This is an optimization exercise on Yosys and OpenROAD, whose aim is small area, a short achievable clock period and few clock cycles per item, not a production implementation.

Design keyframe_displacement_test_core, start of the top module:
module keyframe_displacement_test_core
(
  input  wire logic        clk_i,
  input  wire logic        rst_ni,
  input  wire logic        in_valid,
  output logic             in_stall,
  input  wire logic [16:0] ref_x_i,
  input  wire logic [16:0] ref_y_i,
  input  wire logic [16:0] cur_x_i,
  input  wire logic [16:0] cur_y_i,
  input  wire logic        valid_req_i,
  input  wire logic        has_reference_i,
  input  wire logic        last_i,
  output logic             out_valid,
  input  wire logic        out_stall,
  output logic             is_keyframe_o,
  output logic [12:0]      match_count_o,
  output logic [29:0]      distance_sum_o,
  input  wire logic        cfg_valid,
  output logic             cfg_ready,
  input  wire logic [1:0]  cfg_index_i,
  input  wire logic [15:0] cfg_data_i
);
  logic [12:0] min_matches_q, width_q;
  logic [15:0] min_mean_q;
  logic [28:0] mw_q;         
  logic [3:0]  mul_cnt_q;    
  logic        mul_busy_q;
  logic        cfg_we_mw;
  assign cfg_ready = 1'b1;
  assign cfg_we_mw = cfg_valid && (cfg_index_i == 2'd1 || cfg_index_i == 2'd2);
  always_ff @(posedge clk_i or negedge rst_ni) begin
    if (!rst_ni) begin
      min_matches_q <= 13'd0;
      min_mean_q    <= 16'd0;
      width_q       <= 13'd640;
    end else if (cfg_valid) begin
      case (cfg_index_i)
        2'd0: min_matches_q <= cfg_data_i[12:0];
        2'd1: min_mean_q    <= cfg_data_i;
        2'd2: width_q       <= cfg_data_i[12:0];
        default: ;
      endcase
    end
  end
  logic [12:0] wsh_q;        
  ...
Size: about 4800 cells after synthesis, ~1100 flip-flops, about 140 I/O pins.
export LEC_CHECK = 0
export CAP_MARGIN = 20
export CORE_MARGIN = 2
export CORE_UTILIZATION = 40
export SLEW_MARGIN = 20
create_clock -name core_clock -period 9.0 [get_ports {clk_i}]
standard.sh (not shown) runs the stock make flow with config.mk's settings and CLKGATE_MAP_FILE= SYNTH_SCRIPT=/design/flow/synth_recipe.tcl, a recipe that flattens the netlist after the stock synthesis.
==> flow/flow/run.sh <==
#!/bin/bash
# the standard layout, with port buffers of a plain buffer cell and setup
# repair aiming at a tighter target than the 9 ns clock
export BUFFER_PORTS_ARGS="-buffer_cell sky130_fd_sc_hd__buf_2"
export SETUP_SLACK_MARGIN=5.4
bash standard.sh > standard.log 2>&1
Then changed:
==> flow/run.sh (new file) <==
#!/bin/bash
# synth_recipe.tcl (not shown) runs the flow's synth.tcl, then flattens the netlist and writes it again
# the make line also repeats each setting of config.mk as NAME=value (left out here)
make -C /OpenROAD-flow-scripts/flow DESIGN_CONFIG=/design/flow/config.mk WORK_HOME=/design/flow/orfs CLKGATE_MAP_FILE= SYNTH_SCRIPT=/design/flow/synth_recipe.tcl finish
Settings changed: SETUP_SLACK_MARGIN set to 5.
removed: flow/flow/run.sh
removed: flow/standard.sh
=>
- The new run finished clean
- register-to-register slack got worse by 0.18 ns
- die area stays the same
- fmax went down by 4.6%
No functional check of the RTL was part of any run of this note.

---

Setup of run A:
keyframe_displacement_test_core again, from the RTL that the note above started with.
==> flow/design.v (excerpt) <==
module keyframe_displacement_test_core
(
  input  wire logic        clk_i,
  input  wire logic        rst_ni,
  input  wire logic        in_valid,
  output logic             in_stall,
  input  wire logic [16:0] ref_x_i,
  input  wire logic [16:0] ref_y_i,
  input  wire logic [16:0] cur_x_i,
  input  wire logic [16:0] cur_y_i,
  input  wire logic        valid_req_i,
  input  wire logic        has_reference_i,
  input  wire logic        last_i,
  output logic             out_valid,
  input  wire logic        out_stall,
  output logic             is_keyframe_o,
  output logic [12:0]      match_count_o,
  output logic [29:0]      distance_sum_o,
  input  wire logic        cfg_valid,
  output logic             cfg_ready,
  input  wire logic [1:0]  cfg_index_i,
  input  wire logic [15:0] cfg_data_i
);
clock: 9.0 ns
lec_check: 0
cap_margin: 20
core_margin: 2
core_utilization: 70
cts_buf_list: sky130_fd_sc_hd__clkbuf_4
slew_margin: 20
==> flow/flow/run.sh <==
#!/bin/bash
# the standard layout, with port buffers of a plain buffer cell and setup
# repair aiming at a tighter target than the 9 ns clock
export BUFFER_PORTS_ARGS="-buffer_cell sky130_fd_sc_hd__buf_2"
export SETUP_SLACK_MARGIN=5.4
bash standard.sh > standard.log 2>&1
Setup changes, run A to run D
Settings: CTS_BUF_LIST removed (was sky130_fd_sc_hd__clkbuf_4); CORE_UTILIZATION changed from 70 to 40.
--- a/flow/flow/run.sh
+++ b/flow/flow/run.sh
@@ -4,3 +4,3 @@
 export BUFFER_PORTS_ARGS="-buffer_cell sky130_fd_sc_hd__buf_2"
-export SETUP_SLACK_MARGIN=5.4
+export SETUP_SLACK_MARGIN=5.7
 bash standard.sh > standard.log 2>&1
Findings:
Run D against run A: required time of the critical path saw a decrease, number of diodes now smaller, reg2reg setup slack shows an increase of 0.10 ns, routed via count now sits lower, headroom to the max-slew limit picked up an extra 3.1 points. Run D ended up with a lower fraction of area in registers than run A did. Re total wire length after detailed routing: run D is 3.8% up on run A. Relative to run A, the cell area measured on run D has increased by a few percent. Going from run A to run D, top achievable clock speed picked up an extra about 2.7%, setup slack now larger.
Function was not checked in any run of this note: the RTL went through the layout flow alone.

---

Starting RTL as in the previous note.
Settings: LEC_CHECK=0, CAP_MARGIN=20, CORE_MARGIN=2, CORE_UTILIZATION=60, SLEW_MARGIN=20; clock period 9.0 ns.
==> flow/flow/run.sh <==
#!/bin/bash
# the standard layout, with port buffers of a plain buffer cell and setup
# repair aiming at a tighter target than the 9 ns clock
export BUFFER_PORTS_ARGS="-buffer_cell sky130_fd_sc_hd__buf_2"
export SETUP_SLACK_MARGIN=5.4
bash standard.sh > standard.log 2>&1
The baseline ran to the end with no violations.
==> next run, changes <==
Settings changed: CTS_BUF_LIST from default to sky130_fd_sc_hd__clkbuf_4 sky130_fd_sc_hd__clkbuf_8.
Setup slack got worse by 0.029 ns.
Hold slack improved by 0.0039 ns.
Design area stays flat.
No run of this note included a check of the RTL's function; only the layout flow was run.

[separate check: timing with driven ports]
How much do the figures lean on ideal ports? The routed layouts below were timed once more, with nothing changed but the port constraints. Step 1 (the two cells are an assumption about what drives the block):
set clk [get_ports {clk_i}]
set_driving_cell -lib_cell sky130_fd_sc_hd__clkbuf_16 $clk
set_driving_cell -lib_cell sky130_fd_sc_hd__buf_2 [delete_from_list [all_inputs] $clk]
Step 2 times the ports against the registers' clock, not the clock port: input delays grow and output delays shrink by t, the midpoint of the rising clock arrivals with the driver on. Slacks: ideal / step 1 / step 2; pairs: ideal / step 1.
run | shift t [ns] | setup slack, ns | worst hold slack (ns) | worst setup path after step 2
the first run of note 1 | 0.776 | 5.306 / 5.306 / 4.958 | 0.308 / 0.308 / 0.308 | input to register
the second run of note 1 | 0.779 | 5.128 / 5.128 / 4.499 | 0.298 / 0.298 / 0.298 | input to register
run A | 1.117 | 5.294 / 5.294 / 4.854 | 0.260 / 0.260 / 0.260 | input to register
run D | 0.788 | 5.391 / 5.391 / 5.080 | 0.275 / 0.275 / 0.275 | input to register
the first run of note 3 | 0.749 | 5.372 / 5.372 / 4.966 | 0.301 / 0.301 / 0.301 | input to register
the second run of note 3 | 0.891 | 5.343 / 5.343 / 4.885 | 0.305 / 0.305 / 0.305 | input to register
After both steps setup and hold are still met in every run listed. For the second run of note 1, which loses most, drivers alone change the setup slack by 0.000 ns; drivers and shift together by -0.629 ns.
